Source: an optimization exercise on an open RTL-to-GDS flow (aim: small area). Production flows keep margins and buffers that such runs may drop.
RTL that was checked went through simulation tests only; none was proved equivalent to the original.
No functional check of the RTL was part of run 1.
Power and IR drop assume default switching activity.

===== flow/design.v =====
package fbnn_pkg;
    localparam int unsigned FracBits = 16;
    localparam int unsigned DimW   = 10;
    localparam int unsigned IdxW   = 20;
    localparam int unsigned AccW   = 27;
    localparam int unsigned StepW  = 26;
    localparam int unsigned CountW = 30;
    localparam int unsigned FsizeW = 19;
    localparam int unsigned OffW   = 9;
    localparam int unsigned ModeW  = 3;
    localparam logic [2:0] RegEnabled = 3'd0;
    localparam logic [2:0] RegMode    = 3'd1;
    localparam logic [2:0] RegPal     = 3'd2;
    localparam logic [2:0] RegWidth   = 3'd3;
    localparam logic [2:0] RegHeight  = 3'd4;
    localparam logic [ModeW-1:0] ModeNtsc = 3'd0;
    localparam logic [ModeW-1:0] ModePal  = 3'd2;
    typedef struct packed {
        logic              reject;
        logic              fits;
        logic [DimW-1:0]   w;
        logic [DimW-1:0]   h;
        logic [DimW-1:0]   rw;
        logic [DimW-1:0]   rl;
        logic [FsizeW-1:0] fsize;
        logic [OffW-1:0]   xo;
        logic [OffW-1:0]   yo;
    } fbnn_geom_t;
    typedef struct packed {
        logic wr;
        logic clr_count;
    } fbnn_cfg_evt_t;
    typedef struct packed {
        logic reject;
        logic buf_sel;
    } fbnn_item_t;
    typedef struct packed {
        logic             start;
        logic [StepW-1:0] dividend;
        logic [DimW-1:0]  divisor;
    } fbnn_div_req_t;
    typedef struct packed {
        logic             done;
        logic [StepW-1:0] quotient;
    } fbnn_div_rsp_t;
    typedef enum logic [2:0] {
        BK_IDLE,
        BK_DIV_COL,
        BK_DIV_ROW,
        BK_MUL,
        BK_SUM
    } fbnn_bk_state_t;
endpackage
module framebuffer_center_or_nn_scale_addr_top #(
    parameter int unsigned MAX_CANVAS_DIM = 1024
) (
    input  logic        clk,
    input  logic        rst_n,
    input  logic        psel,
    input  logic        penable,
    input  logic        pwrite,
    input  logic [4:0]  paddr,
    input  logic [31:0] pwdata,
    output logic [31:0] prdata,
    output logic        pready,
    input  logic        req_valid,
    output logic        req_ready,
    input  logic        buffer_select,
    output logic        rsp_valid,
    input  logic        rsp_ready,
    output logic        status,
    output logic [19:0] source_index,
    output logic [19:0] dest_index,
    output logic        frame_last,
    output logic [31:0] control_word
);
    function automatic logic [26:0] rca(input logic [25:0] a, input logic [25:0] b,
                                        input logic ci);
        logic c;
        c = ci;
        for (int i = 0; i < 26; i++)
        begin
            rca[i] = a[i] ^ b[i] ^ c;
            c = (a[i] & b[i]) | (c & (a[i] ^ b[i]));
        end
        rca[26] = c;
    endfunction
    logic        en_reg;
    logic [2:0]  mode_reg;
    logic        pal_reg;
    logic [9:0]  w;
    logic [9:0]  h;
    logic [2:0]  idx;
    logic        wr;
    logic [2:0]  mode_new;
    logic        pal_new;
    logic [2:0]  eff_old, eff_new;
    logic        clr_count;
    assign idx = paddr[4:2];
    assign wr  = psel && penable && pwrite;
    assign pready = 1'b1;
    assign mode_new = (wr && idx == 3'd1) ? pwdata[2:0] : mode_reg;
    assign pal_new  = (wr && idx == 3'd2) ? pwdata[0] : pal_reg;
    assign eff_old  = (mode_reg != 3'd0) ? mode_reg : {1'b0, pal_reg, 1'b0};
    assign eff_new  = (mode_new != 3'd0) ? mode_new : {1'b0, pal_new, 1'b0};
    assign clr_count = wr && ((idx == 3'd0 && pwdata[0] && !en_reg) ||
                              ((idx == 3'd1 || idx == 3'd2) && en_reg && eff_new != eff_old));
    always_ff @(posedge clk or negedge rst_n)
    begin
        if (!rst_n)
        begin
            en_reg   <= 1'b0;
            mode_reg <= 3'd0;
            pal_reg  <= 1'b0;
            w        <= 10'd320;
            h        <= 10'd240;
        end
        else if (wr)
        begin
            case (idx)
                3'd0: en_reg   <= pwdata[0];
                3'd1: mode_reg <= pwdata[2:0];
                3'd2: pal_reg  <= pwdata[0];
                3'd3: w        <= pwdata[9:0];
                3'd4: h        <= pwdata[9:0];
                default: ;
            endcase
        end
    end
    always_comb
    begin
        case (idx)
            3'd0:    prdata = {31'b0, en_reg};
            3'd1:    prdata = {29'b0, mode_reg};
            3'd2:    prdata = {31'b0, pal_reg};
            3'd3:    prdata = {22'b0, w};
            3'd4:    prdata = {22'b0, h};
            default: prdata = 32'b0;
        endcase
    end
    logic [9:0]  rw, rl;
    logic [18:0] fsize;
    logic [24:0] mc, mr;     
    logic        c2x, r2x;
    assign c2x = (eff_old == 3'd1) || (eff_old == 3'd7);     
    assign r2x = (eff_old != 3'd0) && (eff_old != 3'd2);     
    always_comb
    begin
        case (eff_old)
            3'd0:    begin rw = 10'd320; rl = 10'd240; fsize = 19'd76800;  end
            3'd1:    begin rw = 10'd640; rl = 10'd480; fsize = 19'd307200; end
            3'd2:    begin rw = 10'd352; rl = 10'd288; fsize = 19'd101376; end
            3'd3:    begin rw = 10'd720; rl = 10'd480; fsize = 19'd345600; end
            3'd4:    begin rw = 10'd720; rl = 10'd576; fsize = 19'd414720; end
            3'd5:    begin rw = 10'd720; rl = 10'd480; fsize = 19'd345600; end
            3'd6:    begin rw = 10'd720; rl = 10'd576; fsize = 19'd414720; end
            default: begin rw = 10'd640; rl = 10'd480; fsize = 19'd307200; end
        endcase
        case (eff_old)
            3'd0:    begin mc = 25'd13421773; mr = 25'd17895698; end
            3'd1:    begin mc = 25'd13421773; mr = 25'd17895698; end
            3'd2:    begin mc = 25'd12201612; mr = 25'd14913081; end
            3'd3:    begin mc = 25'd5965233;  mr = 25'd17895698; end
            3'd4:    begin mc = 25'd5965233;  mr = 25'd14913081; end
            3'd5:    begin mc = 25'd5965233;  mr = 25'd17895698; end
            3'd6:    begin mc = 25'd5965233;  mr = 25'd14913081; end
            default: begin mc = 25'd13421773; mr = 25'd17895698; end
        endcase
    end
    logic [26:0] dxs, dys;
    logic [10:0] dxw, dyw;
    logic        fits, reject;
    logic [9:0]  ncol, nrow;
    logic [9:0]  dx_eff;
    logic [8:0]  xo_eff, yo_eff;
    assign dxs    = rca({16'b0, rw}, {16'b0, ~w}, 1'b1);
    assign dys    = rca({16'b0, rl}, {16'b0, ~h}, 1'b1);
    assign dxw    = {!dxs[10], dxs[9:0]};
    assign dyw    = {!dys[10], dys[9:0]};
    always_ff @(posedge clk)
        fits <= !dxw[10] && !dyw[10];
    assign reject = !en_reg || (w[9:1] == 9'd0) || (h[9:1] == 9'd0);
    assign ncol   = fits ? w : rw;
    assign nrow   = fits ? h : rl;
    assign dx_eff = fits ? dxw[9:0] : 10'd0;
    assign xo_eff = fits ? dxw[9:1] : 9'd0;
    assign yo_eff = fits ? dyw[9:1] : 9'd0;
    localparam logic [3:0] S_IDLE = 4'd0;    
    localparam logic [3:0] S_HOLD = 4'd1;    
    localparam logic [3:0] S_CADV = 4'd2;    
    localparam logic [3:0] S_RADV = 4'd3;    
    localparam logic [3:0] S_RL   = 4'd4;    
    localparam logic [3:0] S_GC   = 4'd5;    
    localparam logic [3:0] S_GR   = 4'd6;    
    localparam logic [3:0] S_AI   = 4'd7;    
    localparam logic [3:0] S_RL0  = 4'd8;    
    localparam logic [3:0] S_SK   = 4'd11;   
    localparam logic [3:0] S_ODD  = 4'd9;    
    localparam logic [3:0] S_FC   = 4'd10;   
    logic [3:0]  st;
    logic        in_frame;
    logic        vld;
    logic        lat;
    logic [9:0]  col, row;
    logic [5:0]  k;
    logic [17:0] cstep;
    logic [18:0] rstep;
    logic [25:0] cacc;
    logic [15:0] rfrac;
    logic        cy;         
    logic [19:0] rbase;
    logic [19:0] dst;
    logic [29:0] fc;
    logic        fz;         
    logic [9:0]  cint;
    assign cint = cacc[25:16];
    logic        gen;
    assign gen = (st == S_GC) || (st == S_GR);
    logic        mbit;
    logic        r_loop;
    logic [19:0] r_b;
    logic        r_ci;
    logic [19:0] r_sum;
    logic [26:0] r_full;
    assign r_loop = (st == S_RL) || (st == S_RL0);
    always_comb
    begin
        r_b  = 20'd0;
        r_ci = 1'b0;
        if (r_loop)
        begin
            if (!rl_hit || ((st == S_RL) && cy))
                r_b = {10'b0, w};
            if (rl_hit)
                r_ci = cstep[17];
        end
        else if (st == S_GC)
            r_b = {10'b0, mbit ? w : 10'd0};
        else if (st == S_GR)
            r_b = {10'b0, mbit ? h : 10'd0};
        else if (st == S_CADV)
        begin
            r_b  = {18'b0, cstep[1:0]};
            r_ci = cy;
        end
        else
        begin
            r_b  = {10'h3ff, ~cint};
            r_ci = 1'b1;
        end
    end
    assign r_full = rca({6'b0, rbase}, {6'b0, r_b}, r_ci);
    assign r_sum  = r_full[19:0];
    logic [9:0]  col_dec, row_dec;
    logic        col_end, row_end, row_zero, is_last;
    assign col_dec  = col - 10'd1;
    assign row_dec  = row - 10'd1;
    assign col_end  = (col == 10'd1);
    assign row_zero = (row[9:1] == 9'd0) && !row[0];
    assign row_end  = (row[9:1] == 9'd0) && row[0];
    assign is_last  = col_end && row_end;
    logic        k25, k_gc_end, k_gr_end, k_fc_end;
    logic [2:0]  rl_target;
    logic        rl_hit;
    assign k25      = (k == 6'd25);
    assign k_gc_end = (k == {5'd17, c2x});       
    assign k_gr_end = r2x ? (k == 6'd36) : (k == 6'd35);    
    assign k_fc_end = (k == 6'd29);
    assign rl_target = (st == S_RL0) ? {1'b0, rstep[18:17]} : rstep[18:16];
    assign rl_hit    = (k[2:0] == rl_target);
    logic        c_a, c_b, c_c, c_s;
    logic        r_a, r_b1, r_c, r_s;
    assign c_a = cacc[0];
    assign c_b = (k < 6'd18) && cstep[0];
    assign c_c = (k != 6'd0) && cy;
    assign c_s = c_a ^ c_b ^ c_c;
    assign r_a = rfrac[0];
    assign r_b1 = rstep[0];
    assign r_c = (k != 6'd0) && cy;
    assign r_s = r_a ^ r_b1 ^ r_c;
    logic        gbit;
    logic        g2x;
    assign g2x  = (st == S_GC) ? c2x : r2x;
    assign gbit = fits ? (g2x ? (k == 6'd34) : (k == 6'd33)) : r_sum[0];
    logic        skip_done;
    logic [10:0] dst_b;
    logic        dst_cin;
    logic [19:0] dst_sum;
    logic [26:0] dst_full;
    assign skip_done = row_zero;
    always_comb
    begin
        dst_b   = 11'd0;
        dst_cin = 1'b1;
        if (st == S_SK)
        begin
            dst_b   = {rw, 1'b0};
            dst_cin = 1'b0;
        end
        else if (st == S_ODD)
        begin
            dst_b   = yo_eff[0] ? {1'b0, rw} : 11'd0;
            dst_cin = 1'b0;
        end
        else if (col_end)
        begin
            dst_b = {1'b0, dx_eff};
        end
    end
    assign dst_full = rca({6'b0, dst}, {15'b0, dst_b}, dst_cin);
    assign dst_sum  = dst_full[19:0];
    assign req_ready = (st == S_IDLE);
    logic fc_b, fc_c;
    assign fc_b = fc[0] && !fz;
    assign fc_c = (k == 6'd0) || cy;
    always_ff @(posedge clk or negedge rst_n)
    begin
        if (!rst_n)
        begin
            st       <= S_IDLE;
            in_frame <= 1'b0;
            vld      <= 1'b0;
            fz       <= 1'b1;
        end
        else
        begin
            case (st)
                S_IDLE:
                begin
                    if (req_valid)
                    begin
                        if (reject)
                        begin
                            in_frame <= 1'b0;
                            vld      <= 1'b1;
                            st       <= S_HOLD;
                        end
                        else if (in_frame)
                        begin
                            if (is_last)
                            begin
                                in_frame <= 1'b0;
                                st       <= S_FC;
                            end
                            else
                            begin
                                vld <= 1'b1;
                                st  <= S_HOLD;
                            end
                        end
                        else
                        begin
                            st <= S_GC;
                        end
                    end
                end
                S_HOLD:
                begin
                    if (rsp_ready)
                    begin
                        vld <= 1'b0;
                        if (in_frame)
                            st <= col_end ? S_RADV : S_CADV;
                        else
                            st <= S_IDLE;
                    end
                end
                S_CADV: if (k25) st <= S_IDLE;
                S_RADV: if (k25) st <= S_RL;
                S_RL:   if (rl_hit) st <= S_IDLE;
                S_GC:   if (k_gc_end) st <= S_GR;
                S_GR:   if (k_gr_end) st <= S_AI;
                S_AI:   if (k25) st <= S_RL0;
                S_RL0:  if (rl_hit) st <= S_SK;
                S_SK:   if (skip_done) st <= S_ODD;
                S_ODD:
                begin
                    in_frame <= 1'b1;
                    vld      <= 1'b1;
                    st       <= S_HOLD;
                end
                S_FC:
                begin
                    if (k_fc_end)
                    begin
                        vld <= 1'b1;
                        st  <= S_HOLD;
                    end
                end
                default: st <= S_IDLE;
            endcase
            if (wr && (idx <= 3'd4))
            begin
                in_frame <= 1'b0;
            end
            if (clr_count)
                fz <= 1'b1;
            else if (st == S_FC && k_fc_end)
                fz <= 1'b0;
        end
    end
    always_ff @(posedge clk)
    begin
        if ((st == S_GC) && (k < 6'd25))
            mbit <= mc[k[4:0]];
        else if ((st == S_GR) && (k < 6'd25))
            mbit <= mr[k[4:0]];
        else
            mbit <= 1'b0;
        if (((st == S_CADV) || (st == S_RADV) || (st == S_AI)) && !k25)
            k <= k + 6'd1;
        else if ((st == S_GC) && !k_gc_end)
            k <= k + 6'd1;
        else if ((st == S_GR) && !k_gr_end)
            k <= k + 6'd1;
        else if (((st == S_RL) || (st == S_RL0)) && !rl_hit)
            k <= k + 6'd1;
        else if ((st == S_FC) && !k_fc_end)
            k <= k + 6'd1;
        else
            k <= 6'd0;
        case (st)
            S_IDLE:
            begin
                if (req_valid)
                begin
                    if (reject)
                    begin
                        rbase <= 20'd0;
                        dst   <= 20'd0;
                    end
                    else if (!in_frame)
                    begin
                        lat   <= buffer_select;
                        rbase <= 20'd0;
                    end
                end
            end
            S_HOLD:
            begin
                if (rsp_ready && in_frame)
                begin
                    dst <= dst_sum;
                    if (col_end)
                    begin
                        col   <= ncol;
                        row   <= row_dec;
                        rbase <= r_sum;
                    end
                    else
                    begin
                        col <= col_dec;
                    end
                end
            end
            S_CADV:
            begin
                if (k == 6'd16)
                    rbase <= r_sum;
                cacc <= {c_s, cacc[25:1]};
                cy  <= (c_a & c_b) | (c_c & (c_a ^ c_b));
                if (k < 6'd18)
                    cstep <= {cstep[0], cstep[17:1]};
            end
            S_RADV, S_AI:
            begin
                cacc <= {(k < 6'd17) && cstep[1], cacc[25:1]};
                if (k < 6'd18)
                    cstep <= {cstep[0], cstep[17:1]};
                if (k < 6'd16)
                begin
                    if (st == S_RADV)
                        rfrac <= {r_s, rfrac[15:1]};
                    else
                        rfrac <= {rstep[1], rfrac[15:1]};
                    cy <= (r_a & r_b1) | (r_c & (r_a ^ r_b1));
                end
                if (k < 6'd19)
                    rstep <= {rstep[0], rstep[18:1]};
            end
            S_RL:
            begin
                rbase <= r_sum;
            end
            S_GC:
            begin
                if (k == 6'd0)
                begin
                    row <= {2'b0, yo_eff[8:1]};
                    dst <= {1'b0, lat ? fsize : 19'd0} | {11'b0, xo_eff};
                end
                cstep <= {gbit, cstep[17:1]};
                rbase <= k_gc_end ? 20'd0 : {1'b0, r_sum[19:1]};
            end
            S_GR:
            begin
                rstep <= {gbit, rstep[18:1]};
                rbase <= k_gr_end ? 20'd0 : {1'b0, r_sum[19:1]};
            end
            S_RL0:
            begin
                rbase <= r_sum;
            end
            S_SK:
            begin
                if (!skip_done)
                begin
                    dst <= dst_sum;
                    row <= row_dec;
                end
            end
            S_ODD:
            begin
                dst <= dst_sum;
                col <= ncol;
                row <= nrow;
            end
            S_FC:
            begin
                fc    <= {fc_b ^ fc_c, fc[29:1]};
                cy <= fc_b && fc_c;
            end
            default: ;
        endcase
    end
    assign rsp_valid    = vld;
    assign status       = reject;
    assign source_index = rbase;
    assign dest_index   = dst;
    assign frame_last   = !reject && !in_frame;
    assign control_word = frame_last ? {fz ? 30'd0 : fc, 1'b0, lat} : 32'd0;
endmodule

===== flow/flow/run.sh =====
#!/bin/bash
# The standard layout (standard.sh), with two changes to how it is made:
#  - the port buffers use the smallest buffer cell, sky130_fd_sc_hd__buf_1;
#  - clock tree synthesis inserts no dummy loads.
# Everything else, including synthesis, is the standard flow unchanged.
set -o pipefail
export BUFFER_PORTS_ARGS="-buffer_cell sky130_fd_sc_hd__buf_1"
export CTS_ARGS="-sink_clustering_enable -repair_clock_nets -sink_clustering_size 16 -sink_clustering_max_diameter 80 -buf_list sky130_fd_sc_hd__clkbuf_8 -dont_use_dummy_load"
bash standard.sh > standard.log 2>&1
status=$?
tail -20 standard.log
exit $status

===== flow/standard.sh =====
#!/bin/bash
# synth_recipe.tcl (not shown) runs the flow's synth.tcl, then flattens the netlist and writes it again
# the make line also repeats each setting of config.mk as NAME=value (left out here)
make -C /OpenROAD-flow-scripts/flow DESIGN_CONFIG=/design/flow/config.mk WORK_HOME=/design/flow/orfs CLKGATE_MAP_FILE= SYNTH_SCRIPT=/design/flow/synth_recipe.tcl "${@:-finish}"

===== flow/config.mk =====
export PLATFORM = sky130hd
export DESIGN_NAME = framebuffer_center_or_nn_scale_addr_top
export DESIGN_NICKNAME = framebuffer_center_or_nn_scale_addr_top
export VERILOG_FILES = /design/flow/design.v
export SDC_FILE = /design/flow/constraint.sdc
export NUM_CORES = 4
export LEC_CHECK = 0
export CAP_MARGIN = 20
export CORE_MARGIN = 2
export CORE_UTILIZATION = 60
export SLEW_MARGIN = 20

===== flow/constraint.sdc =====
create_clock -name core_clock -period 10.0 [get_ports {clk}]
set_input_delay 2.0000 -clock core_clock [delete_from_list [all_inputs] [get_ports {clk}]]
set_output_delay 2.0000 -clock core_clock [all_outputs]
set_load 0.01 [all_outputs]

==> run notes, run 1 <==
- The simple-gate area share of the yosys netlist is 14.2%.
- The minimum setup slack among reg-to-reg paths is 0.83 ns.
- The mean post-synth cell area is 11.4 um^2.
- The largest register by flop count is fc.
- At the end of the flow, the number of nets in the layout was 1214.
- The share of cells above drive strength 1 is 6.93%.
- The fraction of synthesized cell area taken by the top area cell type is 44.3%.
- TritonCTS created 17 clock buffers.
- Clock-pin slew was measured on the worst setup and hold paths at 0.10 ns.
- For this run, the total global-route usage over all layers was measured as 27.5%.
- The kind of cell adding the most delay to the critical path is adder cells.
- The overall power of the completed layout is 3.60 mW.
- 154 I/O pins were placed.
- Sequential elements use 52.7% of the synthesized area.
- The maximum operating frequency is 109 MHz.
- The maximum single-stage delay on the critical path is 0.72 ns.
- The critical path buffer and inverter count is 2.
- The power share of the clock group is 11.7%.
- Once routing completed, OpenROAD measured the worst setup slack at 0.831 ns.
- The floorplan die height is 143 um.
- The worst voltage drop across the vdd grid is 0.254 mV.
- The final core area utilization is 65.8%.
- Net switching is 41.3% of the power.
- The post-cts sizing count is 0.
- Data on the critical path arrives at its endpoint at 9.44 ns.
- The synthesized design contains 171 enable-type register cells.
- The most used flip-flop cell after synthesis is edfxtp_1.
- The kind of end point of the critical path is a flop.
- CTS built an H-tree with a depth of 1.
- The maximum count of clock buffers along a single path is 3.
- The share of the cycle needed by the critical path after routing is 91.7%.
- The DRC violations left is 0.
- The kind of launch point of the worst setup path is a flop.
- The mux cell area share after synthesis is 2.33%.
- In this run the tightest slew margin relative to its limit is 22.6%.
- The number of antenna violations at the first check in global routing came to 0.
- The clock reaches the later pin of the worst-skew pair after 0.53 ns.
- The floorplan has 50 rows.
- In the synthesized netlist the async set-or-reset flop fraction comes to 15.2%.
- The filler cell count is 1542.
- The first TritonRoute pass finished after 7 iterations.
- The internal portion of the total power is 2.11 mW.
- The flow ran to the end and the layout has no timing, DRC or antenna violations.
- After synthesis the cells add up to 11600 um^2.
- The aggregate negative setup slack is 0 ns.
- The power density relative to cell area is 291 nW/um^2.
- TritonCTS built the clock tree.
- The post-detailed-routing wire length is 27600 um.
- The initial utilization of the core area, before any placement, comes to 61.5%.
- The root buffer cell is clkbuf_8.
- The maximum number of pins on one net before global-route repair is 36.
- The number of sinks driven by the clock tree is 211.
- For the finished layout, the period the worst path requires is 9.17 ns.
- By startpoint and endpoint, the worst setup path is classified as flop to flop.
- Setup repair after global routing left no endpoint under its margin.
- The max-slew violation total from the final report is 0.
- The synthesized-area fraction occupied by ao, oa, aoi and oai cells is 12.5%.
- Dividing the detail-routed wire length by the instance count gives 20.4 um.
- The hold buffer count at CTS is 0.
- The repair_antennas step left the layout with diodes totalling 0.
- The residual antenna-violating net count after detailed routing is 0.
- The HPWL after detailed placement is 20000 um.
- Relative to the synthesized area, the layout overhead comes to 6.92%.
- The first-pass GRT wire length is 42600 um.
- From left edge to right edge, the die measures 143 um.
- The total die area is 20400 um^2.
- The slowest stage of the critical path belongs to the cell dfrtp_1.
- The most frequent cell on the critical path is fa_1.
- The total setup buffers inserted after CTS is 0.
- The number of hold violations in the final report was 0.
- In this run, synthesis produced a sequential element count of 211.
- The adder and majority gate portion of the synthesized area is 10.5%.
- The transition time at the pin with the least slew margin is 1.15 ns.
- In this run the power spent charging and discharging nets is 1.49 mW.
- The largest registers in the layout are fc x30, cacc x26.
- The cell count after synthesis came out at 1014.
- For this block, the via count after detailed routing is 8192.
- Setup violations remaining at the end of the flow were counted as 0.
- The register with the most flip-flops in the layout has 30 of them.
- Summing the areas of all xor and xnor instances in the mapped netlist gives 2.27% of the synthesized area.
- Registers are responsible for 42.5% of the overall power.
- The part of the power in combinational logic is 45.7%.
- For this run, the number of Yosys warnings is 1.
- The number of unique standard cell types used by synthesis is 79.
- The congestion estimate from routability-driven global placement came to 0.910.
- The cell leakage power is 4.53 nW.
- In this run the worst hold path is classified as flop to flop.
- The via count of the first global-routing pass is 7506.
- Summed over all instances, the cell type with the most area after synthesis is edfxtp_1.
- In the post-synthesis netlist, the biggest area contributors are edfxtp_1, fa_1, dfrtp_1.
- The worst setup timing slack at the placement stage is 0.876 ns.
- The initial detailed-routing violation count is 616.
- In this run the standard cell core region covers 18800 um^2.
- The endpoint required time on the critical path is 10.27 ns.
- The total overflow left after global routing is 0.
- The largest fanout of any net on the critical path is 18.
- The combinational family with the most area after synthesis is simple AND/OR/NAND/NOR gates.
- The clock skew is 0.0449 ns.
- The reported max-cap violation count is 0.
- The average via count per standard cell is 6.04.
- In this run the tool buffered the top-level ports with 105 buffer cells.
worst paths after layout:
check | startpoint | to | depth (start not counted)
worst max register to register | st[3] | rbase[18] | 30
worst min register to register | cacc[15] | cacc[14] | 0
worst min-delay path | cacc[15] | cacc[14] | 0
max in group asynchronous | rst_n | w[1] | 1
min in group asynchronous | rst_n | h[9] | 1
worst max-delay path | st[3] | rbase[18] | 30
metal layers:
layer	vias up	track usage [%]	part of all wire [%]
li1	3766	-	-
met1	4005	43.8	46
met2	377	39.1	43
met3	44	4.86	8.6
met4	0	7.19	2.5
met5	-	0	0
kinds of logic after synthesis:
logic type | Yosys count
AOI/OAI and AO/OA | 221
xor gates and xnor gates | 30
buffers and inverters | 139
muxes | 24
other | 2
and+or+nand+nor | 316
adders and majority gates | 71
DFF | 211
power by group through the flow:
| stage | clock [mW] | combinational, mW | sequential, mW |
|---|---|---|---|
| global placement | 0 | 1.59 | 1.54 |
| global route | 0.456 | 1.85 | 1.56 |
| floorplan | 0 | 1.14 | 1.52 |
| CTS | 0.433 | 1.63 | 1.53 |
| detailed placement | 0 | 1.62 | 1.55 |
| finish | 0.423 | 1.65 | 1.53 |
Yosys cell counts (all sizes together), types with 6 or more instances:
| master | instances |
|---|---|
| nor3 | 22 |
| mux2i | 9 |
| nor4b | 9 |
| mux2 | 14 |
| a211oi | 7 |
| xnor2 | 21 |
| dfxtp | 8 |
| edfxtp | 171 |
| inv | 63 |
| a31oi | 8 |
| ha | 26 |
| nor4 | 7 |
| o22ai | 21 |
| and3 | 7 |
| and2 | 37 |
| o21ai | 73 |
| nand2b | 11 |
| nand2 | 90 |
| buf | 41 |
| a22o | 13 |
| dfrtp | 25 |
| dfstp | 7 |
| clkbuf | 34 |
| o2bb2ai | 10 |
| xor2 | 9 |
| nor2 | 65 |
| or2 | 6 |
| fa | 44 |
| o221ai | 6 |
| nand3 | 23 |
| nor3b | 8 |
| a21oi | 39 |
| nor2b | 10 |
worst register-to-register path: cells and delay by family, from the launching register on:
family / cells / cell delay, ns
AOI/OAI and AO/OA: 5 / 1.13
xor gates and xnor gates: 2 / 0.35
adders and majority gates: 19 / 5.85
buffers and inverters: 2 / 0.12
DFF: 1 / 0.72
and+or+nand+nor: 2 / 0.70
metrics by stage:
stage / cell area (um^2) / instances / hold slack (ns)
2_1_floorplan: 11700 / 1036 / 0.400
3_3_place_gp: 12100 / 1339 / 0.402
3_5_place_dp: 12100 / 1339 / 0.405
4_1_cts: 12400 / 1356 / 0.382
5_1_grt: 12400 / 1357 / 0.383
6_report: 12400 / 1357 / 0.384
cell usage in the layout, fill, tap and decap left out, drive strengths merged, types with 13 or more instances in the layout:
cell	count
nor2	65
a22o	13
edfxtp	171
nor3	22
inv	63
dfrtp	25
buf	118
a21oi	39
o22ai	21
and2	37
nand2	90
xnor2	21
ha	26
mux2	14
clkbuf	18
conb	24
nand3	23
o21ai	73
fa	44
layout make-up:
| cell class | instances | area [um^2] | area share, % |
|---|---|---|---|
| clock buffers | 17 | 234 | 1.89 |
| inverters | 64 | 240 | 1.94 |
| multi-input cells | 686 | 4980 | 40.2 |
| flip-flops and latches | 211 | 6100 | 49.3 |
| well taps | 260 | 325 | 2.63 |
| repair buffers | 119 | 508 | 4.10 |
==> inputs of run 2 (changes only) <==
--- a/flow/design.v
+++ b/flow/design.v
@@ -185,18 +185,18 @@
     assign dx_eff = fits ? dxw[9:0] : 10'd0;
     assign xo_eff = fits ? dxw[9:1] : 9'd0;
     assign yo_eff = fits ? dyw[9:1] : 9'd0;
-    localparam logic [3:0] S_IDLE = 4'd0;    
-    localparam logic [3:0] S_HOLD = 4'd1;    
-    localparam logic [3:0] S_CADV = 4'd2;    
-    localparam logic [3:0] S_RADV = 4'd3;    
-    localparam logic [3:0] S_RL   = 4'd4;    
-    localparam logic [3:0] S_GC   = 4'd5;    
-    localparam logic [3:0] S_GR   = 4'd6;    
-    localparam logic [3:0] S_AI   = 4'd7;    
-    localparam logic [3:0] S_RL0  = 4'd8;    
-    localparam logic [3:0] S_SK   = 4'd11;   
-    localparam logic [3:0] S_ODD  = 4'd9;    
-    localparam logic [3:0] S_FC   = 4'd10;   
+    localparam logic [3:0] S_IDLE = 4'b0000;    
+    localparam logic [3:0] S_HOLD = 4'b0001;    
+    localparam logic [3:0] S_CADV = 4'b0100;    
+    localparam logic [3:0] S_RADV = 4'b0110;    
+    localparam logic [3:0] S_RL   = 4'b1000;    
+    localparam logic [3:0] S_GC   = 4'b1100;    
+    localparam logic [3:0] S_GR   = 4'b1101;    
+    localparam logic [3:0] S_AI   = 4'b0111;    
+    localparam logic [3:0] S_RL0  = 4'b1001;    
+    localparam logic [3:0] S_SK   = 4'b1010;   
+    localparam logic [3:0] S_ODD  = 4'b1011;    
+    localparam logic [3:0] S_FC   = 4'b0010;   
     logic [3:0]  st;
     logic        in_frame;
     logic        vld;
@@ -218,38 +218,22 @@
     assign gen = (st == S_GC) || (st == S_GR);
     logic        mbit;
     logic        r_loop;
-    logic [19:0] r_b;
-    logic        r_ci;
+    logic [9:0]  r_b;
     logic [19:0] r_sum;
     logic [26:0] r_full;
     assign r_loop = (st == S_RL) || (st == S_RL0);
     always_comb
     begin
-        r_b  = 20'd0;
-        r_ci = 1'b0;
         if (r_loop)
-        begin
-            if (!rl_hit || ((st == S_RL) && cy))
-                r_b = {10'b0, w};
-            if (rl_hit)
-                r_ci = cstep[17];
-        end
+            r_b = w;
         else if (st == S_GC)
-            r_b = {10'b0, mbit ? w : 10'd0};
+            r_b = mbit ? w : 10'd0;
         else if (st == S_GR)
-            r_b = {10'b0, mbit ? h : 10'd0};
-        else if (st == S_CADV)
-        begin
-            r_b  = {18'b0, cstep[1:0]};
-            r_ci = cy;
-        end
+            r_b = mbit ? h : 10'd0;
         else
-        begin
-            r_b  = {10'h3ff, ~cint};
-            r_ci = 1'b1;
-        end
+            r_b = reject ? 10'd0 : cint;
     end
-    assign r_full = rca({6'b0, rbase}, {6'b0, r_b}, r_ci);
+    assign r_full = rca({6'b0, rbase}, {16'b0, r_b}, 1'b0);
     assign r_sum  = r_full[19:0];
     logic [9:0]  col_dec, row_dec;
     logic        col_end, row_end, row_zero, is_last;
@@ -443,9 +427,8 @@
                     dst <= dst_sum;
                     if (col_end)
                     begin
-                        col   <= ncol;
-                        row   <= row_dec;
-                        rbase <= r_sum;
+                        col <= ncol;
+                        row <= row_dec;
                     end
                     else
                     begin
@@ -455,8 +438,6 @@
             end
             S_CADV:
             begin
-                if (k == 6'd16)
-                    rbase <= r_sum;
                 cacc <= {c_s, cacc[25:1]};
                 cy  <= (c_a & c_b) | (c_c & (c_a ^ c_b));
                 if (k < 6'd18)
@@ -480,7 +461,10 @@
             end
             S_RL:
             begin
-                rbase <= r_sum;
+                if (!rl_hit)
+                    rbase <= r_sum;
+                else if (cy)
+                    rbase <= r_sum;
             end
             S_GC:
             begin
@@ -499,7 +483,8 @@
             end
             S_RL0:
             begin
-                rbase <= r_sum;
+                if (!rl_hit)
+                    rbase <= r_sum;
             end
             S_SK:
             begin
@@ -525,7 +510,7 @@
     end
     assign rsp_valid    = vld;
     assign status       = reject;
-    assign source_index = rbase;
+    assign source_index = r_sum;
     assign dest_index   = dst;
     assign frame_last   = !reject && !in_frame;
     assign control_word = frame_last ? {fz ? 30'd0 : fc, 1'b0, lat} : 32'd0;
==> run 2 against run 1 <==
  * Final area fell by 2.3%
  * Die area fell by 3.0%
  * Highest routed layer unchanged
  * Core utilization fell by 0.40 points
  * First-iteration DRC count rose by 0.97%
  * Global-route usage fell by 0.86 points
  * Hold slack improved by 0.025 ns
  * Area after synthesis fell by 3.1%
  * Total power fell by 16%
==> run notes, run 2 <==
- The run finished with no timing, DRC or antenna violations.
- Among all flip-flop cells after synthesis, the most frequent one is edfxtp_1.
- The share of the cycle needed by the critical path after routing is 96.8%.
- Global routing used 4.35% of the available met3 tracks.
- The total setup buffers inserted after CTS is 0.
- The routed design has 26600 um of wire.
- The final setup slack of the worst path is 0.325 ns.
- The DRC violations left is 0.
- In this run, synthesis inferred 171 flip-flops with an integrated enable.
- The detail-routed net length per standard cell is 20.5 um.
- STA classifies the critical path endpoint as an output pin.
- The via count of the first global-routing pass came to 7401.
- The clock tree from TritonCTS is yes.
- The count of warnings emitted by yosys is 1.
- The aggregate negative setup slack is 0 ns.
- Across every metal layer, demand over resource in global routing totals 26.7%.
- Summing all multi-input logic gate instances after layout gives 4720 um^2.
- For the final database, setup skew stands at 0.0299 ns.
- The relative area change from synthesis to final layout is 7.87%.
- The data arrival time at the worst-slack endpoint is 7.68 ns.
- The repair_antennas step left the layout with diodes totalling 0.
- Entering global routing, the biggest net connects 34 pins.
- The filler cell count is 1489.
- Counting along the longest clock path gives a buffer depth of 3.
- The tree is rooted in a clkbuf_8.
- The kind of cell adding the most delay to the critical path is adder cells.
- For the worst setup path, the data required time is 8.00 ns.
- In the final layout, flip-flops and latches occupy 6100 um^2.
- The worst voltage drop across the vdd grid is 0.138 mV.
- The total via count after detailed routing is 7901.
- The synthesized netlist occupies a cell area of 11200 um^2.
- The cell row count is 50.
- The maximum operating frequency is 103 MHz.
- The async set-or-reset flop fraction in the synthesized netlist is 15.2%.
- The cell at the slowest stage of the critical path is dfrtp_1.
- Measured along the y axis, the die boundary spans 141 um.
- The number of flip-flops in the largest register is 30.
- The fraction of met2 tracks used by global routing is 41.0%.
- The count of state elements after synthesis is 211.
- The later pin in the worst-skew pair is clocked with a latency of 0.53 ns.
- The critical path contains buffers and inverters numbering 4 combined.
- The detailed router finished its first iteration with 622 violations.
- The most frequent cell on the critical path is ha_1.
- The terminus of the critical flop-to-flop path is rbase[18].
- The reg-to-reg startpoint is st[3].
- The first-pass GRT wire length is 41200 um.
- edfxtp_1 is the most common cell in the netlist.
- The number of antenna violations at the first check in global routing is 0.
- The width of the chip is 141 um.
- Yosys attributes the largest share of cell area to edfxtp_1, fa_1, dfrtp_1.
- The final setup violation count is 0.
- The length in cells of the worst reg-to-reg path is 30.
- CTS built an H-tree with a depth of 1.
- Dividing the detail-routed via count by the number of cells gives 6.08.
- The final core area utilization is 65.4%.
- The end point of the worst hold path is rstep[10].
- The share of cells above drive strength 1 is 8.07%.
- The class of the most critical hold timing path is flop to flop.
- The max-slew violation total from the final report is 0.
- The met1 usage is 40.0%.
- The minimum setup slack among reg-to-reg paths is 2.61 ns.
- The commonest cells after synthesis are edfxtp_1, nand2_1, o21ai_0.
- The most common library cell in the layout ignoring fill and taps is edfxtp_1.
- STA classifies the critical path startpoint as a flop.
- Of the synthesized area, sequential elements account for 54.4%.
- The worst hold path stage count is 0.
- In this run the count of I/O pins placed on the die edge is 154.
- Counting every instance in the synthesized netlist gives 977.
- The transition time at the pin with the least slew margin is 0.948 ns.
- The number of sinks driven by the clock tree is 211.
- After synthesis, the largest area contributor takes up 45.7% of total cell area.
- The type of the worst setup path is flop to output pin.
- The dominant cell type by area after synthesis is edfxtp_1.
- The starting density of the core is 60.6%.
- The number of hold violations in the final report is 0.
- A synthesized cell averages 11.5 um^2.
- The HPWL after detailed placement is 19000 um.
- The register with the most flip-flops in the final layout is fc.
- Leaving out fill and tap cells, the most frequent cells in the layout are edfxtp_1, buf_1, nand2_1.
- The TritonCTS buffer count is 17.
- The floorplan step defined a core boundary enclosing 18500 um^2.
- The worst setup timing slack at the placement stage is 0.883 ns.
- The die covers 19800 um^2.
- Once detail routing completed, the nets flagged for antenna violations numbered 0.
- In this run the tool buffered the top-level ports with 105 buffer cells.
- The cell leakage power is 4.45 nW.
- Global routing finished with a remaining overflow of 0.
- The final layout contains 1183 nets.
- The largest single stage delay on the critical path is 0.40 ns.
- The largest fanout of any net on the critical path is 10.
- The most used routing layer is met2.
- Clock-pin slew was measured on the worst setup and hold paths at 0.11 ns.
- The first detailed-routing pass ran for 5 iterations.
- The tightest hold path in the finished design has a slack of 0.409 ns.
- The worst pin sits at a relative slew slack of 36.3%.
- The startpoint identified for the worst hold timing path is rstep[11].
- The largest registers in the layout are fc x30, cacc x26.
- The routability congestion estimate is 0.909.
- The minimum period implied by the final worst setup slack is 9.68 ns.
- The number of unique standard cell types used by synthesis is 70.
- For this design the ratio of total power to cell area is 251 nW/um^2.
- The reported max-cap violation count is 0.
- The worst setup path startpoint is st[3].
-- run 2: cell types whose count changed after synthesis, moves of 7 or more --
cell       before  now
nor3_1         21   35
o22ai_1        21   13
o2bb2ai_1      10    0
a22oi_1         4   25
nand2_1        90   83
nor4b_1         8    1
o31ai_1         2    9
fa_1           44   34
clkbuf_1       34   46
inv_1          63   54
a21oi_1        38   26
o21ai_0        70   63
ha_1           26   36
-- run 2: worst max-delay path by stage --
stage	endpoint	slack (ns)	cells past startpoint
after floorplan	source_index[19]	1.21	28
after global routing	source_index[19]	-0.01	29
after CTS	source_index[19]	0.29	29
final	source_index[19]	0.32	29
after detailed placement	source_index[19]	0.88	29
after global placement	source_index[19]	0.93	29
-- run 2: kinds of logic after synthesis --
family                     count (synthesis)  synth area share (%)
AOI/OAI and AO/OA                        207                  12.2
xor gates and xnor gates                  34                  2.65
adders and majority gates                 70                  10.1
buffers and inverters                    132                  5.25
DFF                                      211                  54.4
muxes                                     24                  2.36
other                                      2                0.0669
and+or+nand+nor                          297                  13.0
-- run 2: worst register-to-register path: cells and delay by family, from the launching register on --
family	cells	cell delay [ns]
fa+ha+maj	19	5.13
buf+inv	3	0.29
simple gates	4	0.66
compound gates	3	0.43
flops	1	0.40
xor+xnor	1	0.20
-- run 2: cell type report --
type | instances | area share (%)
Sequential cell | 211 | 50.4
Multi-Input combinational cell | 656 | 39.0
Timing Repair Buffer | 125 | 4.50
Tap cell | 234 | 2.42
Clock buffer | 17 | 1.93
Inverter | 57 | 1.77
-- run 2: metrics by stage --
step	power, mW	area [um^2]	cells
after floorplan	2.17	11300	999
after global placement	2.60	11800	1283
final	3.04	12100	1300
after detailed placement	2.62	11800	1283
after CTS	3.04	12100	1300
after global routing	3.23	12100	1300
-- run 2: per-layer routing --
layer	vias to the layer above	routed length [um]
met4	0	711
met2	299	12200
met5	-	0
met1	3872	11900
met3	56	1770
li1	3674	-
-- run 2: timing repair --
item / in CTS / in global routing
resized for setup: 0 / 4
hold buffers: 0 / 0
endpoints found under the setup margin: 0 / 1
-- run 2: power breakdown --
| part | internal (mW) | leakage [nW] | switching (mW) |
|---|---|---|---|
| clock | 0.154 | 0.122 | 0.268 |
| combinational | 0.439 | 2.31 | 0.827 |
| sequential | 1.21 | 2.01 | 0.144 |
| total | 1.80 | 4.45 | 1.24 |
==> inputs of run 3 (changes only) <==
--- a/flow/flow/run.sh
+++ b/flow/flow/run.sh
@@ -1,7 +1,8 @@
 #!/bin/bash
 # The standard layout (standard.sh), with two changes to how it is made:
 #  - the port buffers use the smallest buffer cell, sky130_fd_sc_hd__buf_1;
-#  - clock tree synthesis inserts no dummy loads.
+#  - clock tree synthesis clusters at most 16 sinks within 80 um per
+#    clkbuf_8 and inserts no dummy loads.
 # Everything else, including synthesis, is the standard flow unchanged.
 set -o pipefail
 export BUFFER_PORTS_ARGS="-buffer_cell sky130_fd_sc_hd__buf_1"
==> run 3 against run 2 <==
  * Sequential power about the same
  * Still clean
  * Total power unchanged
  * Sequential share of layout area unchanged
  * Critical path type unchanged
  * Critical path depth unchanged
  * Combinational power about the same
  * First-iteration DRC count unchanged
==> run notes, run 3 <==
- The share of the cycle needed by the critical path after routing is 96.8%.
- The post-synthesis instance area is 11200 um^2.
- The data arrival time at the worst-slack endpoint is 7.68 ns.
- In this run the remaining antenna-violating nets after routing total 0.
- The path class of the tightest hold or removal check is flop to flop.
- The power spent charging and discharging nets is 1.24 mW.
- The number of diodes is 0.
- The area growth from synthesis to layout is 7.87%.
- CTS saw 211 sinks.
- Fill cells in the final layout number 1489.
- The sequential-to-total area share from yosys stat is 54.4%.
- The maximum single-stage delay on the critical path is 0.40 ns.
- Sequential cells burn 44.5% of the power.
- The endpoint required time on the critical path is 8.00 ns.
- The floorplan step defined a die boundary enclosing 19800 um^2.
- For this design the ratio of total power to cell area is 251 nW/um^2.
- The maximum operating frequency is 103 MHz.
- The top cell type by area accounts for 45.7% of the synthesized area.
- After detailed placement, the design holds a cell count of 1283.
- The part of the power in combinational logic is 41.6%.
- The clock reaches the later pin of the worst-skew pair after 0.53 ns.
- In this run, the clock network consumes 13.9% of the power.
- The clock skew is 0.0299 ns.
- The clock tree from TritonCTS is yes.
- The library cells used most frequently in the layout, excluding fill and tap cells, are edfxtp_1, buf_1, nand2_1.
- For this run, the number of Yosys warnings is 1.
- The dominant cell type by area after synthesis is edfxtp_1.
- The kind of launch point of the worst setup path is a flop.
- During placement, the flow inserted port buffers numbering 105.
- The leftover overflow at the end of global routing is 0.
- The maximum number of pins on one net before global-route repair is 34.
- The largest register by flop count is fc.
- Setup violations remaining at the end of the flow were counted as 0.
- The root buffer cell is clkbuf_8.
- The async set-or-reset flop fraction in the synthesized netlist is 15.2%.
- For this run, the detailed router's first-pass iteration total came to 5.
- The largest fanout of any net on the critical path is 10.
- Synthesis handed over a netlist of 977 instances.
- After clock tree synthesis, the clock-pin slew on the worst setup and hold paths is 0.11 ns.
- The longest clock path from root to sink contains 3 buffers.
- The largest registers in the layout are fc x30, cacc x26.
- The standard cell core area is 18500 um^2.
- The first-pass GRT wire length is 41200 um.
- Dividing the detail-routed via count by the number of cells gives 6.08.
- The dominant cell by count in the synthesized netlist is edfxtp_1.
- A synthesized cell averages 11.5 um^2.
- Among all stages on the critical path, the largest delay is contributed by dfrtp_1.
- The number of H-tree levels is 1.
- The detail-routed net length per standard cell is 20.5 um.
- After clock tree synthesis, the flow added hold-fix buffers numbering 0.
- The number of antenna violations at the first check in global routing is 0.
- The number of flip-flops in the largest register is 30.
- For this configuration, the core starts out at a cell density of 60.6%.
- The finished layout holds 1300 standard cells, fillers aside.
- The post-route cell area is 12100 um^2.
- The reported max-cap violation count is 0.
- At the end of the flow, the number of nets in the layout was 1183.
- Counting instances in the post-synthesis netlist gives the leading cell types as edfxtp_1, nand2_1, o21ai_0.
- The via count of the first global-routing pass is 7401.
- The routability congestion estimate is 0.909.
- The die is 141 um wide.
- During I/O placement, the number of pins put on the boundary was 154.
- The kind of cell adding the most delay to the critical path is adder cells.
- The HPWL after detailed placement is 19000 um.
- The routed design has 26600 um of wire.
- The global routing usage summed across all routing layers is 26.7%.
- The final route contains 7901 vias.
- The worst-case IR drop observed on VDD is 0.138 mV.
- The share of cells above drive strength 1 is 8.07%.
- Summing all placed instances gives a cell area of 11800 um^2.
- The number of flops mapped to enable cells by yosys is 171.
- The synthesized design contains 211 register bits.
- At the pin with the least slew margin, the transition time is 0.948 ns.
- The number of unique standard cell types used by synthesis is 70.
- Internal power comes to 1.80 mW.
- The max-slew violation total from the final report was 0.
- The DRC violations left is 0.
- The floorplan step set the die height to 141 um.
- The initial detailed-routing violation count is 622.
- The number of hold violations in the final report came to 0.
- The cell leakage power is 4.45 nW.
- The most frequent cell on the critical path is ha_1.
- After synthesis, the cell types taking the most area are edfxtp_1, fa_1, dfrtp_1.
- The switching share of power is 40.7%.
- The library cell used most frequently in the layout, excluding fill and tap cells, is edfxtp_1.
- The run finished with no timing, DRC or antenna violations.
- The most used flip-flop cell after synthesis is edfxtp_1.
- The cell row count is 50.
- The minimum period implied by the final worst setup slack is 9.68 ns.
- The type of the worst setup path is flop to output pin.
- The worst setup path is captured at an output pin.
- The number of buffers and inverters on the critical path is 4.
- In this run the tightest slew margin relative to its limit is 36.3%.
- Counting the buffers created by CTS gives 17.
- Once layout is complete, the utilization of the core stands at 65.4%.
==> run 3: layer usage <==
layer,routed length (um),track usage [%],part of all wire [%]
met1,11900,40.0,45
met3,1770,4.35,6.7
met4,711,7.21,2.7
met2,12200,41.0,46
met5,0,0,0
==> run 3: what timing repair did <==
item                       4_1_cts  5_1_grt
buffers inserted                 0        0
resized for setup                0        4
setup endpoints to repair        0        1
==> run 3: cell type report <==
class	count	area (um^2)	share of cell area (%)
sequential	211	6100	50.4
tap	234	293	2.42
multi-input combinational	656	4720	39.0
inverter	57	214	1.77
clock buffer	17	234	1.93
timing repair buffer	125	546	4.50
==> run 3: kinds of logic (layout without fill, tap and decap cells) <==
kind of cell               after synthesis  count (layout)  synth area share (%)
xor gates and xnor gates                34              34                  2.65
other                                    2              24                0.0669
and+or+nand+nor                        297             297                  13.0
muxes                                   24              24                  2.36
adders and majority gates               70              70                  10.1
AOI/OAI and AO/OA                      207             207                  12.2
DFF                                    211             211                  54.4
buffers and inverters                  132             199                  5.25
==> run 3: power by group through the flow <==
stage	sequential [mW]	clock, mW	combinational [mW]
floorplan	1.34	0	0.835
global placement	1.37	0	1.23
detailed placement	1.37	0	1.25
CTS	1.35	0.434	1.26
global route	1.38	0.461	1.39
finish	1.35	0.422	1.27
==> run 3: worst paths after layout <==
path	start	end	slack (ns)	cells past startpoint
max	st[3]	source_index[19]	0.32	29
min	rstep[11]	rstep[10]	0.41	0
max reg2reg	st[3]	rbase[18]	2.61	30
min reg2reg	rstep[11]	rstep[10]	0.41	0
max in group asynchronous	rst_n	in_frame	7.87	1
min in group asynchronous	rst_n	st[1]	1.57	1
==> run 3: worst register-to-register path, delay by kind of cell, from the launching register on <==
| family | cells | cell delay (ns) |
|---|---|---|
| adder cells (fa/ha/maj) | 19 | 5.13 |
| flip-flops | 1 | 0.40 |
| AND/OR/NAND/NOR | 4 | 0.66 |
| buffers and inverters | 3 | 0.29 |
| XOR/XNOR | 1 | 0.20 |
| AO/OA/AOI/OAI | 3 | 0.43 |
==> run 3: metrics by stage <==
| step | worst slack, ns | total power, mW | TNS [ns] | hold slack, ns |
|---|---|---|---|---|
| floorplan | 1.21 | 2.17 | 0 | 0.400 |
| global placement | 0.933 | 2.60 | 0 | 0.401 |
| detailed placement | 0.883 | 2.62 | 0 | 0.405 |
| CTS | 0.292 | 3.04 | 0 | 0.417 |
| global route | -0.0146 | 3.23 | -0.0146 | 0.410 |
| finish | 0.325 | 3.04 | 0 | 0.409 |
==> inputs of run 4 (changes only) <==
==> flow/run.sh (new file) <==
#!/bin/bash
# synth_recipe.tcl (not shown) runs the flow's synth.tcl, then flattens the netlist and writes it again
# the make line also repeats each setting of config.mk as NAME=value (left out here)
make -C /OpenROAD-flow-scripts/flow DESIGN_CONFIG=/design/flow/config.mk WORK_HOME=/design/flow/orfs CLKGATE_MAP_FILE= SYNTH_SCRIPT=/design/flow/synth_recipe.tcl finish
--- a/flow/config.mk
+++ b/flow/config.mk
@@ -8,4 +8,7 @@
 export CAP_MARGIN = 20
 export CORE_MARGIN = 2
 export CORE_UTILIZATION = 60
+export CTS_BUF_LIST = sky130_fd_sc_hd__clkbuf_8
+export CTS_CLUSTER_DIAMETER = 60
+export CTS_CLUSTER_SIZE = 12
 export SLEW_MARGIN = 20
removed: flow/flow/run.sh
removed: flow/standard.sh
==> run 4 against run 3 <==
  * Still clean
  * Sequential power barely moved
  * Clock-buffer cell count increased by 9
  * Global-route usage increased by 0.053 points
  * Setup slack improved by 0.088 ns
  * Largest cell class unchanged
==> run notes, run 4 <==
- Buffers placed on the I/O ports in this run total 105.
- STA classifies the critical path startpoint as a flop.
- The number of diodes is 0.
- The share of the cycle needed by the critical path after routing is 95.9%.
- The most used flip-flop cell after synthesis is edfxtp_1.
- The clock tree from TritonCTS is yes.
- The reported max-cap violation count is 0.
- The via count of the first global-routing pass was 7569.
- In the layout the commonest cells are edfxtp_1, clkdlybuf4s50_1, nand2_1.
- Sequential elements use 54.4% of the synthesized area.
- Buffers inserted during clock tree synthesis total 23.
- Of all flip-flops after synthesis, the portion carrying an async set or reset was 15.2%.
- The fraction of synthesized cell area taken by the top area cell type is 45.7%.
- The maximum operating frequency is 104 MHz.
- Routability-driven placement finished with a final weighted congestion of 0.931.
- The register with the most flip-flops in the layout has 30 of them.
- Once placement finished, the instance area stood at 12500 um^2.
- The largest registers in the layout are fc x30, cacc x26.
- Leaving out fill and tap cells, the most frequent cell in the layout is edfxtp_1.
- The maximum count of clock buffers along a single path is 3.
- In this run, post-CTS hold repair placed 0 buffers.
- On the final layout, the worst clock skew is 0.0382 ns.
- The floorplan has 50 rows.
- In the final timing run, aggregate negative setup slack is 0 ns.
- The number of antenna violations at the first check in global routing is 0.
- The worst voltage drop across the vdd grid is 0.175 mV.
- Ranked by flip-flop count, first place goes to fc.
- After clock tree synthesis, the clock-pin slew on the worst setup and hold paths is 0.08 ns.
- Dividing the detail-routed wire length by the instance count gives 19.8 um.
- The global routing usage summed across all routing layers is 26.7%.
- Yosys attributes the largest share of cell area to edfxtp_1, fa_1, dfrtp_1.
- The final setup violation count is 0.
- The total die area is 19800 um^2.
- The root buffer cell is clkbuf_8.
- In this run, the number of DRC markers left after iteration 0 of detailed routing was 779.
- The relative area change from synthesis to final layout is 16.2%.
- Yosys mapped a number of flops with a built-in enable equal to 171.
- The final setup slack of the worst path is 0.413 ns.
- The number of hold violations in the final report is 0.
- For this configuration, the core starts out at a cell density of 60.6%.
- The share of cells above drive strength 1 is 10.2%.
- After synthesis the cells add up to 11200 um^2.
- Summing all non-filler instances in the final layout gives an area of 13000 um^2.
- The kind of end point of the critical path is an output pin.
- In this run the worst hold path is classified as flop to flop.
- The post-placement cell count is 1286.
- The worst setup timing slack at the placement stage is 0.445 ns.
- Summing over every cut layer, the via total after detailed routing is 8011.
- The mean post-synth cell area is 11.5 um^2.
- Along the worst path, the maximum fanout reaches 3.
- In this run the power density over the cells is 256 nW/um^2.
- The setup check on the worst reg-to-reg path leaves a slack of 2.70 ns.
- After synthesis the netlist holds a flip-flop and latch count of 211.
- By instance count, the leading cell after synthesis is edfxtp_1.
- Summed over all cells, the static leakage comes to 4.90 nW.
- The synthesized instance count is 977.
- Entering global routing, the biggest net connects 40 pins.
- The final net count is 1196.
- In the routed layout, each cell is associated on average with a via count of 6.01.
- For this run, the slowest stage of the critical path takes 0.42 ns.
- The standard cell core area is 18500 um^2.
- The slowest stage of the critical path is the fa_1 cell.
- The floorplan step set the die height to 141 um.
- During I/O placement, the number of pins put on the boundary was 154.
- The commonest cells after synthesis are edfxtp_1, nand2_1, o21ai_0.
- The count of TritonRoute iterations in the first routing pass is 6.
- The residual antenna-violating net count after detailed routing is 0.
- The number of unique standard cell types used by synthesis is 70.
- After global routing the overflow that remains totals 0.
- At the pin with the least slew margin, the transition time is 0.951 ns.
- Data on the critical path is required at its endpoint by 8.00 ns.
- The first global-routing pass estimated 41600 um of wire.
- The tightest hold path in the finished design has a slack of 0.407 ns.
- The minimum period implied by the final worst setup slack is 9.59 ns.
- The worst pin sits at a relative slew slack of 36.1%.
- edfxtp_1 takes more of the synthesized area than any other cell.
- The clock reaches the later pin of the worst-skew pair after 0.56 ns.
- Summed over all layers, the routed wires come to 26400 um.
- The number of sinks driven by the clock tree is 211.
- The run finished with no timing, DRC or antenna violations.
- The max-slew violation total from the final report came to 0.
- In this design, the critical path's most frequently occurring cell is ha_1.
- The type of the worst setup path is flop to output pin.
- CTS built an H-tree with a depth of 1.
- The data arrival time at the worst-slack endpoint is 7.59 ns.
- Detailed placement ended at an HPWL of 18900 um.
- The non-filler instance count after layout is 1332.
- The width of the chip is 141 um.
- The count of warnings emitted by yosys is 1.
- The DRC violations left is 0.
[run 4: cell counts after synthesis]
No cell type changed its count.
[run 4: cell families (layout without fill, tap and decap cells)]
group	count (synthesis)	after routing	synth area share [%]
simple gates	297	297	13.0
flops	211	211	54.4
compound gates	207	207	12.2
buf+inv	132	231	5.25
fa+ha+maj	70	70	10.1
xor+xnor	34	34	2.65
mux	24	24	2.36
other cells	2	24	0.0669
[run 4: area by class of cell]
cell class	instances	area, um^2
inverters	57	214
well taps	234	293
clock buffers	26	358
fillers	1387	5470
clock inverters	16	78.8
flip-flops and latches	211	6110
multi-input cells	656	4740
repair buffers	132	1260
[run 4: timing repair]
item	4_1_cts	5_1_grt
endpoints found under the hold margin	0	0
setup buffers	1	2
pin swaps	0	1
endpoints found under the setup margin	2	4
gates resized for setup	1	12
[run 4: worst paths after layout]
| kind | end | from | cells past startpoint |
|---|---|---|---|
| worst max-delay path | source_index[19] | w[5] | 29 |
| worst min-delay path | rfrac[6] | rfrac[7] | 0 |
| worst max register to register | rbase[18] | w[5] | 30 |
| worst min register to register | rfrac[6] | rfrac[7] | 0 |
| max in group asynchronous | h[4] | rst_n | 2 |
| min in group asynchronous | w[3] | rst_n | 2 |
[run 4: worst max-delay path, delay by kind of cell (launching register included)]
kind	cells	cell delay (ns)
xor gates and xnor gates	1	0.19
buffers and inverters	3	0.30
and+or+nand+nor	4	0.62
AOI/OAI and AO/OA	2	0.32
DFF	1	0.40
adders and majority gates	19	5.20
[run 4: routing by layer]
| layer | global-route usage, % | vias to the layer above | wire length (um) |
|---|---|---|---|
| met5 | 0 | - | 0 |
| met4 | 7.74 | 0 | 670 |
| met3 | 4.14 | 57 | 1950 |
| met2 | 40.7 | 324 | 12100 |
| met1 | 40.3 | 3908 | 11700 |
| li1 | - | 3722 | - |
[run 4: metrics by stage]
step                utilization, %  total power [mW]
finish                        70.5              3.34
global route                  70.5              3.54
CTS                           70.0              3.33
detailed placement            67.6              2.77
global placement              67.6              2.76
floorplan                        -              2.17
[run 4: where the power goes]
| part | leakage (nW) | switching (mW) | internal (mW) | total, mW |
|---|---|---|---|---|
| registers | 2.01 | 0.136 | 1.21 | 1.35 |
| logic | 2.63 | 0.840 | 0.606 | 1.45 |
| clock network | 0.258 | 0.307 | 0.243 | 0.550 |

port drivers added, routing unchanged:
The flow's constraints put no driver on any port. The routed layouts listed below were extracted and timed again, unchanged, in two steps. Step 1 (the two cells are an assumption about what drives the block):
set clk [get_ports {clk}]
set_driving_cell -lib_cell sky130_fd_sc_hd__clkbuf_16 $clk
set_driving_cell -lib_cell sky130_fd_sc_hd__buf_2 [delete_from_list [all_inputs] $clk]
Step 2 times the ports against the registers' clock, not the clock port: input delays grow and output delays shrink by t, the midpoint of the rising clock arrivals with the driver on. Three values: ideal, step 1, step 2; two values: the first two.
run	t (ns)	setup slack, ns	worst hold slack (ns)	pins driven straight from the clock port
run 1	0.556	0.831 / 0.831 / 0.831	0.384 / 0.384 / 0.384	1
run 2	0.552	0.325 / 0.284 / 0.836	0.409 / 0.409 / 0.409	1
run 3	0.552	0.325 / 0.284 / 0.836	0.409 / 0.409 / 0.409	1
run 4	0.579	0.413 / 0.371 / 0.950	0.407 / 0.407 / 0.407	1
After both steps every run listed still meets setup and hold.
